This design comes from an exercise in tuning for small area and a short achievable clock period on the open sky130 flow, not from production work.
Function was checked by simulation only, so behaviour that the tests miss may differ from the original.
Power and IR drop assume default switching activity.

==> flow/flow/run.sh <==
#!/bin/bash
# The standard layout with these changes:
#  - synthesis maps with the ABC script in flow/abc_area.script (selected by
#    ABC_AREA=1) and leaves adders to ABC (no ADDER_MAP_FILE); the rest of the
#    ORFS scripts are unchanged copies
#  - the port buffers are plain buf cells, which the timing repair can resize
#  - timing repair may resize cells to other footprints
set -euo pipefail
rm -rf scripts_copy
cp -r "$FLOW_HOME/scripts" scripts_copy
cp flow/abc_area.script scripts_copy/abc_area.script
bash standard.sh "SCRIPTS_DIR=$PWD/scripts_copy" ADDER_MAP_FILE= \
    "BUFFER_PORTS_ARGS=-buffer_cell sky130_fd_sc_hd__buf_4" \
    MATCH_CELL_FOOTPRINT=0 finish > standard_flow.log 2>&1
==> flow/flow/abc_area.script <==
strash
dc2
balance
dch -f
map -B 0.9
topo
stime -c
buffer -c
upsize -c
dnsize -c
==> flow/standard.sh <==
#!/bin/bash
# synth_recipe.tcl (not shown) runs the flow's synth.tcl, then flattens the netlist and writes it again
# the make line also repeats each setting of config.mk as NAME=value (left out here)
make -C /OpenROAD-flow-scripts/flow DESIGN_CONFIG=/design/flow/config.mk WORK_HOME=/design/flow/orfs CLKGATE_MAP_FILE= SYNTH_SCRIPT=/design/flow/synth_recipe.tcl "${@:-finish}"
==> flow/config.mk <==
export PLATFORM = sky130hd
export DESIGN_NAME = arena_top
export DESIGN_NICKNAME = arena_top
export VERILOG_FILES = /design/flow/design.v
export SDC_FILE = /design/flow/constraint.sdc
export NUM_CORES = 4
export LEC_CHECK = 0
export ABC_AREA = 1
export CAP_MARGIN = 20
export CORE_MARGIN = 2
export CORE_UTILIZATION = 40
export SETUP_SLACK_MARGIN = 3.5
export SLEW_MARGIN = 20
export TNS_END_PERCENT = 0
==> flow/constraint.sdc <==
create_clock -name core_clock -period 5.8 [get_ports {Clk}]
set_input_delay 1.1600 -clock core_clock [delete_from_list [all_inputs] [get_ports {Clk}]]
set_output_delay 1.1600 -clock core_clock [all_outputs]
set_load 0.01 [all_outputs]
==> flow/design.v <==
package arena_pkg;
    typedef logic [10-1:0] coord_t;
    typedef logic [15:0] score_t;
    typedef enum logic [1:0] {
        ST_START = 2'd0,
        ST_PLAY  = 2'd1,
        ST_DEAD  = 2'd2
    } game_state_t;
endpackage
module arena_top
(
    input  logic                    Clk,
    input  logic                    rst_n,
    input  logic                    wb_cyc,
    input  logic                    wb_stb,
    input  logic                    wb_we,
    input  logic [3-1:0] wb_adr,
    input  logic [31:0]             wb_dat_w,
    output logic [31:0]             wb_dat_r,
    output logic                    wb_ack,
    input  arena_pkg::coord_t                  pix_x,
    input  arena_pkg::coord_t                  pix_y,
    input  logic                    pix_valid,
    input  logic                    frame_tick
);
    localparam int CW = 10;
    localparam int NS = 4;
    function automatic logic lt11(input logic [CW:0] a, input logic [CW:0] b);
        logic [15:0] g;
        logic [15:0] l;
        g = '0;
        l = '0;
        g[CW:0] = ~a & b;
        l[CW:0] = a & ~b;
        for (int s = 1; s < 16; s = s * 2) begin
            for (int i = 0; i + s < 16; i = i + 2 * s) begin
                g[i] = g[i+s] | (~l[i+s] & g[i]);
                l[i] = l[i+s] | (~g[i+s] & l[i]);
            end
        end
        lt11 = g[0];
    endfunction
    function automatic logic in_span(input logic [CW-1:0] p, input logic [CW-1:0] lo,
                                     input logic [CW:0] hi);
        in_span = !lt11({1'b0, p}, {1'b0, lo}) && lt11({1'b0, p}, hi);
    endfunction
    function automatic logic [CW-1:0] inc10(input logic [CW-1:0] c);
        logic [CW-1:0] m;    
        for (int i = 0; i < CW; i++) begin
            m = {CW{1'b1}} >> (CW - i);
            inc10[i] = c[i] ^ (&(c | ~m));
        end
    endfunction
    function automatic logic [CW-1:0] dec10(input logic [CW-1:0] c);
        logic [CW-1:0] m;    
        for (int i = 0; i < CW; i++) begin
            m = {CW{1'b1}} >> (CW - i);
            dec10[i] = c[i] ^ ~(|(c & m));
        end
    endfunction
    logic          start_cmd;
    logic          play_q;           
    logic          dead_r;           
    logic          dead_q;           
    logic          restart;
    logic [CW-1:0] player_x, player_y;
    logic [CW-1:0] bullet_x, bullet_y;
    logic          bullet_en;
    logic [1:0]    spawn_idx;
    logic [15:0]   score_base;       
    logic [NS-1:0] kill_q;           
    logic [NS-1:0] alive_q;          
    logic [NS-1:0][CW-1:0] mon_x;
    logic [NS-1:0][CW-1:0] mon_y;
    logic [NS-1:0][3:0]    mv;       
    logic          play, dead;
    logic [NS-1:0] alive;
    logic [15:0]   score;
    assign play  = play_q && !dead_q;
    assign dead  = dead_r || dead_q;
    assign alive = alive_q & ~kill_q;
    logic [2:0]  kill_cnt;
    logic [3:0]  score_lo;
    assign kill_cnt = 3'(kill_q[0]) + 3'(kill_q[1]) + 3'(kill_q[2]) + 3'(kill_q[3]);
    assign score_lo = {1'b0, score_base[2:0]} + {1'b0, kill_cnt};
    always_comb begin
        logic [12:0] m;      
        score[2:0] = score_lo[2:0];
        for (int i = 3; i < 16; i++) begin
            m = {13{1'b1}} >> (16 - i);
            score[i] = score_base[i] ^ (score_lo[3] & (&(score_base[15:3] | ~m)));
        end
    end
    logic req, wr;
    assign req = wb_cyc && wb_stb && !wb_ack;
    assign wr  = req && wb_we;
    logic [1:0]    rsel;
    logic [NS-1:0][CW-1:0] slot_rx, slot_ry;
    logic [CW-1:0] rd_x, rd_y;
    assign rsel = wb_adr[1:0];
    assign rd_x = slot_rx[rsel];
    assign rd_y = slot_ry[rsel];
    logic [31:0] rd_data;
    always_comb begin
        rd_data = '0;
        case (wb_adr)
            3'd1: begin
                rd_data[CW-1:0]  = player_x;
                rd_data[16 +: CW] = player_y;
            end
            3'd2: begin
                rd_data[CW-1:0]  = bullet_x;
                rd_data[16 +: CW] = bullet_y;
                rd_data[31]      = bullet_en;
            end
            3'd3: begin
                rd_data[1:0]   = {dead, play};
                rd_data[31:16] = score;
            end
            3'd4, 3'd5, 3'd6, 3'd7: begin
                rd_data[CW-1:0]  = rd_x;
                rd_data[16 +: CW] = rd_y;
                rd_data[31]      = alive[rsel];
            end
            default: ;
        endcase
    end
    always_ff @(posedge Clk) begin
        wb_dat_r <= rd_data;
    end
    always_ff @(posedge Clk) begin
        if (!rst_n) begin
            wb_ack    <= 1'b0;
            start_cmd <= 1'b0;
            player_x  <= '0;
            player_y  <= '0;
            bullet_x  <= '0;
            bullet_y  <= '0;
            bullet_en <= 1'b0;
        end else begin
            wb_ack    <= req;
            start_cmd <= wr && (wb_adr == 3'd0) && wb_dat_w[0];
            if (wr && wb_adr == 3'd1) begin
                player_x <= wb_dat_w[CW-1:0];
                player_y <= wb_dat_w[16 +: CW];
            end
            if (wr && wb_adr == 3'd2) begin
                bullet_x  <= wb_dat_w[CW-1:0];
                bullet_y  <= wb_dat_w[16 +: CW];
                bullet_en <= wb_dat_w[31];
            end
        end
    end
    logic [NS-1:0] mon_hit;
    logic [NS-1:0] kill;
    logic          bullet_hit, player_hit, player_dead;
    always_comb begin
        for (int i = 0; i < NS; i++) begin
            mon_hit[i] = pix_valid && alive[i] &&
                         in_span(pix_x, mon_x[i], {1'b0, mon_x[i]} + (CW+1)'(22)) &&
                         in_span(pix_y, mon_y[i], {1'b0, mon_y[i]} + (CW+1)'(22));
        end
    end
    assign bullet_hit = pix_valid && bullet_en &&
        in_span(pix_x, bullet_x, {1'b0, bullet_x} + (CW+1)'(4)) &&
        in_span(pix_y, bullet_y, {1'b0, bullet_y} + (CW+1)'(4));
    assign player_hit = pix_valid &&
        in_span(pix_x, player_x, {1'b0, player_x} + (CW+1)'(25)) &&
        in_span(pix_y, player_y, {1'b0, player_y} + (CW+1)'(30));
    assign kill        = (play && bullet_hit) ? mon_hit : '0;
    assign player_dead = play && player_hit && (|mon_hit);
    always_ff @(posedge Clk) begin
        if (!rst_n) begin
            play_q  <= 1'b0;
            dead_r  <= 1'b0;
            dead_q  <= 1'b0;
            restart <= 1'b0;
        end else begin
            restart <= start_cmd && !play;
            dead_q  <= player_dead;
            if (play) begin
                play_q <= 1'b1;
                dead_r <= 1'b0;
            end else if (start_cmd) begin
                play_q <= 1'b1;
                dead_r <= 1'b0;
            end else begin
                play_q <= 1'b0;
                dead_r <= dead;
            end
        end
    end
    always_ff @(posedge Clk) begin
        if (!rst_n || restart) begin
            score_base <= '0;
            kill_q     <= '0;
        end else begin
            score_base <= score;
            kill_q     <= kill;
        end
    end
    logic [NS-1:0] spawn_load;
    logic [CW-1:0] spawn_x, spawn_y;
    assign spawn_load = (frame_tick && play && !restart) ? (~alive & (alive + 1'b1)) : '0;
    always_comb begin
        case (spawn_idx)
            2'd0: begin spawn_x = CW'(12); spawn_y = CW'(240); end
            2'd1: begin spawn_x = CW'(240); spawn_y = CW'(12); end
            2'd2: begin spawn_x = CW'(468); spawn_y = CW'(240); end
            default: begin spawn_x = CW'(240); spawn_y = CW'(468); end
        endcase
    end
    always_ff @(posedge Clk) begin
        if (!rst_n || restart) begin
            spawn_idx <= 2'd0;
        end else if (|spawn_load) begin
            spawn_idx <= spawn_idx + 2'd1;
        end
    end
    for (genvar i = 0; i < NS; i++) begin : g_slot
        logic x_lt, x_gt, y_lt, y_gt, step;
        assign x_lt = lt11({1'b0, mon_x[i]}, {1'b0, player_x});
        assign x_gt = lt11({1'b0, player_x}, {1'b0, mon_x[i]});
        assign y_lt = lt11({1'b0, mon_y[i]}, {1'b0, player_y});
        assign y_gt = lt11({1'b0, player_y}, {1'b0, mon_y[i]});
        assign step = frame_tick && alive[i] && !restart;
        logic [CW-1:0] x_inc, x_dec, y_inc, y_dec;
        logic [3:0]    back;
        assign x_inc = inc10(mon_x[i]);
        assign x_dec = dec10(mon_x[i]);
        assign y_inc = inc10(mon_y[i]);
        assign y_dec = dec10(mon_y[i]);
        assign back  = alive[i] ? 4'b0 : mv[i];
        always_comb begin
            slot_rx[i] = mon_x[i];
            slot_ry[i] = mon_y[i];
            if (back[3]) slot_rx[i] = x_dec;
            if (back[2]) slot_rx[i] = x_inc;
            if (back[1]) slot_ry[i] = y_dec;
            if (back[0]) slot_ry[i] = y_inc;
        end
        always_ff @(posedge Clk) begin
            if (!rst_n) begin
                alive_q[i] <= 1'b0;
                mon_x[i]   <= '0;
                mon_y[i]   <= '0;
                mv[i]      <= '0;
            end else begin
                alive_q[i] <= !restart && (alive[i] || spawn_load[i]);
                if (alive[i] || spawn_load[i]) begin
                    mv[i] <= step ? {x_lt, x_gt, y_lt, y_gt} : 4'b0;
                end
                if (spawn_load[i]) begin
                    mon_x[i] <= spawn_x;
                    mon_y[i] <= spawn_y;
                end else if (step) begin
                    if (x_lt) mon_x[i] <= x_inc;
                    else if (x_gt) mon_x[i] <= x_dec;
                    if (y_lt) mon_y[i] <= y_inc;
                    else if (y_gt) mon_y[i] <= y_dec;
                end
            end
        end
    end
endmodule
==> results of run 1 <==
==> worst min-delay path by stage <==
stage,to,cells after the start,from
5_1_grt,mv[1]$_SDFFE_PN0N_,2,mv[1]$_SDFFE_PN0N_
4_1_cts,mv[1]$_SDFFE_PN0N_,2,mv[1]$_SDFFE_PN0N_
3_5_place_dp,mv[1]$_SDFFE_PN0N_,2,mv[1]$_SDFFE_PN0N_
3_3_place_gp,mv[1]$_SDFFE_PN0N_,2,mv[1]$_SDFFE_PN0N_
2_1_floorplan,dead_r$_SDFF_PP0_,1,start_cmd$_SDFF_PN0_
6_report,mv[1]$_SDFFE_PN0N_,2,mv[1]$_SDFFE_PN0N_
==> registers in the layout (all words and copies together), names as in the netlist <==
register	flops
start_cmd	1
play_q	1
score_base	16
kill_q	4
player_y	10
wb_ack	1
dead_r	1
bullet_x	10
wb_dat_r	26
mv	16
mon_y	40
bullet_y	10
bullet_en	1
dead_q	1
player_x	10
mon_x	40
spawn_idx	2
restart	1
alive_q	4
==> final cells by class <==
cell class,count,area [sq um]
fillers,4743,23000
flip-flops and latches,195,3989
multi-input cells,2383,12410
clock buffers,19,442.9
inverters,396,1605
clock inverters,13,132.6
well taps,592,740.7
repair inverters,1,7.507
repair buffers,180,1697
==> cell usage after synthesis (20+ instances only) <==
cell type  count  area share (%)
a21oi_1      248             7.0
a221oi_1      20            0.98
a31oi_1       36             1.3
buf_2         47             1.3
clkbuf_1      73             1.5
dfxtp_1      195              22
inv_1        325             6.9
inv_2         59             1.2
nand2_1      890              19
nand3_1      139             3.9
nand4_1       30             1.1
nor2_1       286             6.0
nor3_1        48             1.4
o211ai_1      64             2.7
o21ai_0      267             7.5
o21ai_1       29            0.82
o221ai_1      45             2.2
o22ai_1       58             2.0
xor2_1        52             2.6
==> power by group through the flow <==
stage	logic, mW	registers [mW]	clock network, mW
6_report	0.514	1.36	1.26
5_1_grt	0.543	1.36	1.32
4_1_cts	0.474	1.36	1.28
3_3_place_gp	0.426	1.39	0
2_1_floorplan	0.258	1.39	0
3_5_place_dp	0.428	1.39	0
==> layer usage <==
metal / share of wire [%] / global-route usage (%)
met5: 0 / 0
met4: 6.4 / 20.25
met3: 8.3 / 5.421
met2: 44 / 53.82
met1: 42 / 44.53
==> worst register-to-register path, delay by kind of cell, from the launching register on <==
family                 cells  cell delay [ns]
and+or+nand+nor            5             0.96
DFF                        1             0.34
AOI/OAI and AO/OA          4             0.60
buffers and inverters      3             0.51
==> cells by family after synthesis <==
family	count (synthesis)	share of synthesized area, %
simple gates	1454	34.23
compound gates	862	28.89
buf+inv	534	11.95
flops	195	21.95
xor+xnor	60	2.955
other cells	1	0.02108
==> repair_timing <==
item | CTS | global route
setup endpoints to repair | 193 | 160
pin swaps | 26 | 53
gates resized for setup | 177 | 128
cloned | 3 | 4
buffers inserted | 47 | 33
==> flow_summary.yaml, run 1 <==
critical_path:
  cp_data_required_time_ns: 6.27
  critical-path-top-delay-family: "buffers and inverters"
  endpoint_kind: "register"
  path_buf_inv: 4
  critical_path_class: "primary input to register"
  slowest_delay_ns: 0.28
  crit_chain: "buf_4, clkinvlp_4, buf_4, o22ai_1, o21bai_1, o21ai_0, o21ai_0, a21oi_1, nor2_1, nand3_2, buf_4, nor2_1"
  critPathCapture: "kill_q[1]$_SDFF_PP0_"
  r2r_slack_ns: 3.24
  cp.arrival_ns: 3.05
  timing.rr.end: "wb_dat_r[16]$_DFF_P_"
  critical-path-slowest-cell: "clkinvlp_4"
  path_depth: 12
  critPathMaxFanout: 13
  crit_top_cell: "buf_4"
  regToRegStartpoint: "kill_q[2]$_SDFF_PP0_"
  crit_path_start: "pix_x[4]"
  rr_worst_depth: 12
  worstSetupStartpointType: "primary input"
die:
  core_sq_um: 44030
  initial_core_util_pct: 40.40
  dieWidth_um: 214.9
  pin_count: 95
  die_h_um: 214.9
  dieArea_sq_um: 46170
  row_count: 77
worst_hold_path:
  hold_path.class: "register to register"
clock_network:
  htree_levels: 4
  cts.sinks: 195
  cts_tree: "done"
  cts-root-buf: "clkbuf_16"
  clk_transition_reported_paths_ns: 0.09
  hold_buffers: 0
  clockBufferDepth: 2
  clkLatencyLatePin_ns: 0.52
  cts_made_buffers: 17
placement:
  place_ws_ns: 1.728
  placedCellCount: 3660
  gp_congestion: 1.013
  dpl.hpwl_um: 60130
  portBuffers: 77
  dpl_cell_area_sq_um: 18720
timing:
  finalHoldViolations: 0
  tightest_slew_ns: 0.8873
  rsz0062_at_grt: "true"
  max_freq_ghz: 0.3873
  holdWs_ns: 0.4716
  setup_viol_count_final: 0
  slew_headroom_pct: 40.63
  finalSetupTns_ns: 0
  min_period_over_period_pct: 44.52
  clock_skew_ns: 0.01903
  slew_violations: 0
  finalWorstSetupSlack_ns: 3.218
  layout_min_cycle_time_ns: 2.582
layout:
  fin_cells: 3779
  area_growth_pct: 18.23
  mostFrequentLayoutCells: "nand2_1 (874), inv_1 (298), nor2_1 (258), a21oi_1 (239), o21ai_0 (233)"
  postLayoutCellArea_sq_um: 21030
  final_util_pct: 47.76
  layout-drive-gt1-share_pct: 16.38
  final_common_cell: "nand2_1"
  antenna_cells: 0
  nets: 3236
global_route:
  grt_usage_pct: 34.32
  grt_max_degree: 70
  antenna_found_initial: 0
  grt_pass1_wl_um: 121600
  gr-total-overflow: 0
  grt_pass1_vias: 20030
yosys:
  syn_inst: 3106
  syn_area_sq_um: 17790
  synth_edf_count: 0
  ys_warn_count: 1
  synth_area_per_cell_sq_um: 5.726
  synth-async-reset-ratio_pct: 0
  synthFlopType: "dfxtp_1"
  synthDistinctLibCells: 64
  ys_seq_area_share_pct: 21.95
  synth_seq_cells: 195
route:
  routed-via-count: 22300
  drc: 0
  wl_per_cell_um: 21.80
  drt-initial-drc-count: 2468
  firstDrtPassIters: 6
  wl_um: 82380
  vias_per_cell: 5.902
  ant_nets: 0
pwr:
  finalPower_mw: 3.133
  power_switching_mw: 1.030
  internal-power_mw: 2.103
  ir_drop_v: 0.0002016
  clkPwrFrac_pct: 40.3
  power_frac_seq_pct: 43.3
  pwr-share-comb_pct: 16.4
  p_per_area_nw_per_um2: 149.0
  swShare_pct: 32.87
  power.leakage_nw: 9.170
status:
  status: "complete, no violations"
flow_run:
  cap_violations: 0
==> inputs of run 2 (changes only) <==
==> flow/flow/abc_area.script (replaced) <==
strash
dc2
dch
map -a
topo
stime -c
buffer -c
upsize -c
dnsize -c
==> flow_summary.yaml, run 2 <==
die:
  row_count: 75
  dieWidth_um: 209.2
  initial_core_util_pct: 40.34
  die_h_um: 209.2
  core_sq_um: 41760
  pin_count: 95
  dieArea_sq_um: 43770
yosys:
  syn_inst: 2868
  ys_seq_area_share_pct: 23.17
  synthDistinctLibCells: 55
  yosysTopAreaCell: "dfxtp_1"
  synth_commonest_cells: "nor2_1 (595), nand2_1 (423), inv_1 (329)"
  synth_seq_cells: 195
  synthTopCellsByArea: "dfxtp_1 (23%), nor2_1 (13%), nand2_1 (9.4%)"
  ys_warn_count: 1
  synth.most_common_cell: "nor2_1"
  synth-async-reset-ratio_pct: 0
  syn_area_sq_um: 16850
  synthFlopType: "dfxtp_1"
  synth_edf_count: 0
  synth_top_area_share_pct: 23.17
  synth_area_per_cell_sq_um: 5.874
route:
  routed-via-count: 21440
  firstDrtPassIters: 6
  wl_um: 78980
  wl_per_cell_um: 22.46
  ant_nets: 0
  drt-initial-drc-count: 2601
  vias_per_cell: 6.097
  drc: 0
placement:
  dpl.hpwl_um: 60000
  placedCellCount: 3387
  gp_congestion: 0.9966
  portBuffers: 77
clock_network:
  clockBufferDepth: 2
  clkLatencyLatePin_ns: 0.50
  cts_made_buffers: 17
  htree_levels: 4
  cts.sinks: 195
  cts-root-buf: "clkbuf_16"
  hold_buffers: 0
  cts_tree: "done"
  clk_transition_reported_paths_ns: 0.08
worst_hold_path:
  holdPathStages: 1
  min_to: "dead_r$_SDFF_PP0_"
  min-delay-start: "start_cmd$_SDFF_PN0_"
  hold_path.class: "register to register"
global_route:
  gr-total-overflow: 0
  grt_pass1_vias: 19290
  grt_max_degree: 62
  antenna_found_initial: 1
  grt_pass1_wl_um: 117300
  grt_usage_pct: 35.45
layout:
  seqCellArea_sq_um: 3984
  area_growth_pct: 19.29
  antenna_cells: 0
  nets: 3027
  fin_cells: 3517
  final_common_cell: "nor2_1"
  multi_input_area_sq_um: 11800
  num-fill-cells: 4479
  mostFrequentLayoutCells: "nor2_1 (543), nand2_1 (415), inv_1 (298), a21oi_1 (270), o21ai_0 (236)"
  top_regs: "mon_x x40, mon_y x40, wb_dat_r x26"
  layout-drive-gt1-share_pct: 16.15
critical_path:
  timing.rr.end: "mon_y[14]$_SDFFE_PN0P_"
  endpoint_kind: "register"
  critical_path_class: "primary input to register"
  r2r_slack_ns: 2.93
  cp_data_required_time_ns: 6.19
  worstSetupStartpointType: "primary input"
  rr_worst_depth: 15
  cp.arrival_ns: 3.29
  critPathMaxFanout: 15
  regToRegStartpoint: "player_y[3]$_SDFFE_PN0P_"
pwr:
  p_per_area_nw_per_um2: 155.4
  finalPower_mw: 3.123
  ir_drop_v: 0.0001712
  power.leakage_nw: 7.473
status:
  status: "complete, no violations"
flow_run:
  cap_violations: 0
timing:
  tightest_slew_ns: 0.8582
  slew_violations: 0
  rsz0062_at_grt: "true"
  finalSetupTns_ns: 0
  slew_headroom_pct: 42.72
  setup_viol_count_final: 0
  finalHoldViolations: 0
  max_freq_ghz: 0.3440
  clock_skew_ns: 0.01444
  layout_min_cycle_time_ns: 2.907
  min_period_over_period_pct: 50.12
-- run 2: cell count changes in the layout (fill, tap and decap cells not counted), moves of 20 or more --
cell,previous run,this run
nand4_1,30,8
nand3_1,125,65
a22oi_1,14,55
inv_2,62,16
nor2_1,258,543
a21oi_1,239,270
o21ai_1,52,13
nand2_1,874,415
buf_4,146,185
o211ai_1,64,44
-- run 2: metal layers --
metal  share of wire [%]  GRT usage [%]  vias up
li1                    -              -    10090
met3                 8.1          5.681      263
met4                 6.9          21.50        2
met5               0.016              0        -
met1                  42          46.61     9958
met2                  43          54.57     1130
-- run 2: report_power, final --
part	leakage, nW	internal, mW	switching [mW]
Sequential	1.60	1.35	0.0132
Combinational	5.58	0.158	0.334
Clock	0.290	0.613	0.659
-- run 2: cell families after synthesis --
kind of cell	count (synthesis)	synth area share (%)
buffers and inverters	487	11.03
adders and majority gates	1	0.08168
DFF	195	23.17
xor gates and xnor gates	61	3.216
other	1	0.02226
AOI/OAI and AO/OA	941	34.35
and+or+nand+nor	1182	28.13
-- run 2: worst max path at each step --
| stage | slack (ns) | from | end |
|---|---|---|---|
| floorplan | 3.01 | pix_y[1] | dead_q$_SDFF_PN0_ |
| global placement | 1.59 | frame_tick | mon_x[33]$_SDFFE_PN0P_ |
| detailed placement | 1.52 | frame_tick | mon_x[33]$_SDFFE_PN0P_ |
| CTS | 2.88 | kill_q[0]$_SDFF_PP0_ | score_base[15]$_SDFF_PP0_ |
| global route | 2.79 | mon_y[22]$_SDFFE_PN0P_ | wb_dat_r[23]$_DFF_P_ |
| finish | 2.89 | frame_tick | spawn_idx[1]$_SDFFE_PP0P_ |
-- run 2: final cells by class --
class | count | share of cell area [%]
well taps | 539 | 3.356
inverters | 366 | 7.565
repair buffers | 192 | 7.496
multi-input cells | 2191 | 58.73
clock buffers | 17 | 2.117
flip-flops and latches | 195 | 19.82
clock inverters | 15 | 0.8468
repair inverters | 2 | 0.06226
-- run 2: per-stage QoR --
stage	cell area, sq um	utilization [%]	hold slack [ns]	setup WS, ns
after floorplan	16950	-	0.4007	3.005
after global placement	17820	42.66	0.4191	1.593
after detailed placement	17820	42.66	0.4337	1.522
after CTS	19320	46.27	0.4440	2.877
after global routing	20100	48.12	0.4624	2.786
final	20100	48.12	0.4552	2.893
-- run 2: worst max-delay path, cell delays in order --
cell     delay, ns
buf_4         0.10
nand2_4       0.09
nor2_4        0.13
inv_2         0.08
nor3_4        0.19
inv_2         0.09
nor2_1        0.15
buf_4         0.35
inv_1         0.34
nand4_1       0.21
nand2_1       0.11
o21ai_0       0.20
a21oi_1       0.07
-- run 2: repair_timing --
item / 4_1_cts / 5_1_grt
setup buffers: 58 / 38
gates cloned: 2 / 0
endpoints found under the setup margin: 193 / 187
resized for setup: 131 / 149
pin swaps: 12 / 38
==> inputs of run 3 (changes only) <==
==> flow/flow/abc_area.script (replaced) <==
strash
dc2
balance
dch -f
map -B 0.9
topo
stime -c
buffer -c
upsize -c
dnsize -c
--- a/flow/config.mk
+++ b/flow/config.mk
@@ -8,7 +8,7 @@
 export ABC_AREA = 1
 export CAP_MARGIN = 20
 export CORE_MARGIN = 2
-export CORE_UTILIZATION = 40
+export CORE_UTILIZATION = 55
 export SETUP_SLACK_MARGIN = 3.5
 export SLEW_MARGIN = 20
 export TNS_END_PERCENT = 0
==> flow_summary.yaml, run 3 <==
status:
  status: "complete, no violations"
global_route:
  met3_usage_pct: 8.538
  antenna_found_initial: 1
  grt_pass1_wl_um: 110800
  grt_usage_pct: 42.52
  use_met1_pct: 53.73
  grt_max_degree: 74
  grt_pass1_vias: 19590
  gr-total-overflow: 0
  busiest_layer: "met2"
  grt_use_met2_pct: 64.89
critical_path:
  slowest_delay_ns: 0.45
  critical-path-top-delay-family: "simple AND/OR/NAND/NOR gates"
  critical-path-slowest-cell: "nor2_1"
  critical_path_class: "register to register"
  path_buf_inv: 3
  cp.arrival_ns: 3.01
  worstSetupStartpointType: "register"
  critPathMaxFanout: 7
  endpoint_kind: "register"
  crit_chain: "inv_1, nand2_1, inv_2, nor2_1, nor2_2, inv_1, o22ai_1, o21ai_1, nand4_1, o221ai_1"
  cp_data_required_time_ns: 6.13
  crit_top_cell: "inv_1"
layout:
  nets: 3200
  top_regs: "mon_x x40, mon_y x40, wb_dat_r x26"
  final_common_cell: "nand2_1"
  layout-drive-gt1-share_pct: 12.99
  postLayoutCellArea_sq_um: 20020
  fin_cells: 3552
  num-fill-cells: 3074
  final_util_pct: 63.11
  area_growth_pct: 12.55
  mostFrequentLayoutCells: "nand2_1 (877), inv_1 (308), nor2_1 (272), o21ai_0 (246), a21oi_1 (242)"
timing:
  layout_min_cycle_time_ns: 2.679
  finalHoldViolations: 0
  finalSetupTns_ns: 0
  clock_skew_ns: 0.01226
  tightest_slew_ns: 1.120
  setup_viol_count_final: 0
  slew_headroom_pct: 24.40
  finalWorstSetupSlack_ns: 3.121
  max_freq_ghz: 0.3732
  rsz0062_at_grt: "true"
  holdWs_ns: 0.4197
  min_period_over_period_pct: 46.20
  slew_violations: 0
die:
  dieArea_sq_um: 33790
  initial_core_util_pct: 56.07
  die_h_um: 183.8
  pin_count: 95
  row_count: 65
  core_sq_um: 31720
  dieWidth_um: 183.8
route:
  wl_per_cell_um: 20.76
  wl_um: 73750
  drc: 0
  drt-initial-drc-count: 2699
  ant_nets: 0
  routed-via-count: 22440
  firstDrtPassIters: 8
  vias_per_cell: 6.316
placement:
  dpl_cell_area_sq_um: 18490
  placedCellCount: 3471
  place_ws_ns: 2.238
  portBuffers: 77
  dpl.hpwl_um: 55220
  gp_congestion: 1.012
pwr:
  power.leakage_nw: 8.881
  ir_drop_v: 0.0001991
  finalPower_mw: 3.082
  p_per_area_nw_per_um2: 154.0
yosys:
  synth-xor-area-share_pct: 2.955
  ys_seq_area_share_pct: 21.95
  synth_top_family_by_area: "simple AND/OR/NAND/NOR gates"
  synth_compound_area_share_pct: 28.89
  synth.most_common_cell: "nand2_1"
  syn_area_sq_um: 17790
  synthDistinctLibCells: 64
  synth_fa_ha_area_share_pct: 0
  synth_seq_cells: 195
  synth_area_per_cell_sq_um: 5.726
  synth_commonest_cells: "nand2_1 (890), inv_1 (325), nor2_1 (286)"
  synthMuxAreaShare_pct: 0
  synthTopCellsByArea: "dfxtp_1 (22%), nand2_1 (19%), o21ai_0 (7.5%)"
  synth_edf_count: 0
  yosysTopAreaCell: "dfxtp_1"
  ys_warn_count: 1
  synthFlopType: "dfxtp_1"
  synth_top_area_share_pct: 21.95
  synth_simple_gate_area_share_pct: 34.23
  synth-async-reset-ratio_pct: 0
  syn_inst: 3106
clock_network:
  htree_levels: 4
  clkLatencyLatePin_ns: 0.46
  cts_tree: "done"
  cts-root-buf: "clkbuf_16"
  hold_buffers: 0
  cts.sinks: 195
  clockBufferDepth: 2
  cts_made_buffers: 17
  clk_transition_reported_paths_ns: 0.08
flow_run:
  cap_violations: 0
worst_hold_path:
  hold_path.class: "register to register"
-- run 3: cell count changes after synthesis, moves of 41 or more --
cell / delta
a22oi_1: -41
buf_2: +42
inv_2: +54
nand2_1: +467
nand3_1: +66
nor2_1: -309
-- run 3: kinds of logic after synthesis --
logic type | Yosys count
flip-flops | 195
XOR/XNOR | 60
other | 1
buffers and inverters | 534
AO/OA/AOI/OAI | 862
AND/OR/NAND/NOR | 1454
-- run 3: report_power, final --
part	total, mW	internal, mW	switching [mW]	leakage, nW
combinational	0.466	0.150	0.316	7.01
sequential	1.36	1.35	0.0126	1.59
clock	1.25	0.672	0.582	0.279
total	3.08	2.17	0.911	8.88
-- run 3: routing by layer --
metal  routed length (um)  share of wire, %
met4                 6116               8.3
met5                    0                 0
met2                31510                43
met1                28550                39
met3                 7582                10
-- run 3: path summary, 6_finish.rpt --
path	start	endpoint	slack (ns)	cells past startpoint
max	kill_q[2]$_SDFF_PP0_	wb_dat_r[6]$_DFF_P_	3.12	10
min	start_cmd$_SDFF_PN0_	dead_r$_SDFF_PP0_	0.42	1
max reg2reg	kill_q[2]$_SDFF_PP0_	wb_dat_r[6]$_DFF_P_	3.12	10
min reg2reg	start_cmd$_SDFF_PN0_	dead_r$_SDFF_PP0_	0.42	1
-- run 3: what timing repair did --
item / CTS / global route
pin swaps: 24 / 30
gates resized for setup: 127 / 46
gates cloned: 1 / 1
buffers inserted: 33 / 15
setup endpoints to repair: 181 / 162
-- run 3: cell type report --
type	instances	area, sq um	area share (%)
Clock buffer	21	470.5	2.350
Inverter	396	1562	7.801
Sequential cell	195	3946	19.71
Timing Repair Buffer	144	1222	6.107
Clock inverter	9	117.6	0.5875
Antenna cell	1	2.502	0.01250
Timing Repair inverter	2	15.01	0.07500
Multi-Input combinational cell	2382	12180	60.84
Tap cell	402	503.0	2.513

==> afterwards: timing with drivers on the ports <==
In the flow no input, the clock included, has a driving cell. The finished layouts below were timed again as built, in two steps.
Step 1 assumes that a clkbuf_16 drives the clock port and a buf_2 every other input.
Step 2 adds t to the input delays and takes it off the output delays; t is the mean of the earliest and latest rising clock arrival at the registers after step 1. Input paths then give back, and output paths get back, about the clock's delay inside the block.
Slacks: no drivers / after step 1 / after step 2; pairs: no drivers / after step 1.
run	t (ns)	setup slack, ns	worst hold slack (ns)	pins driven straight from the clock port
run 1	0.573	3.218 / 3.242 / 2.671	0.472 / 0.472 / 0.472	1
run 2	0.554	2.893 / 2.917 / 2.363	0.455 / 0.455 / 0.455	1
run 3	0.507	3.121 / 3.121 / 2.651	0.420 / 0.420 / 0.420	1
After both steps every run listed still meets setup and hold. The setup slack of run 1, which loses most, moves by +0.024 ns with the drivers and by -0.547 ns with both steps.
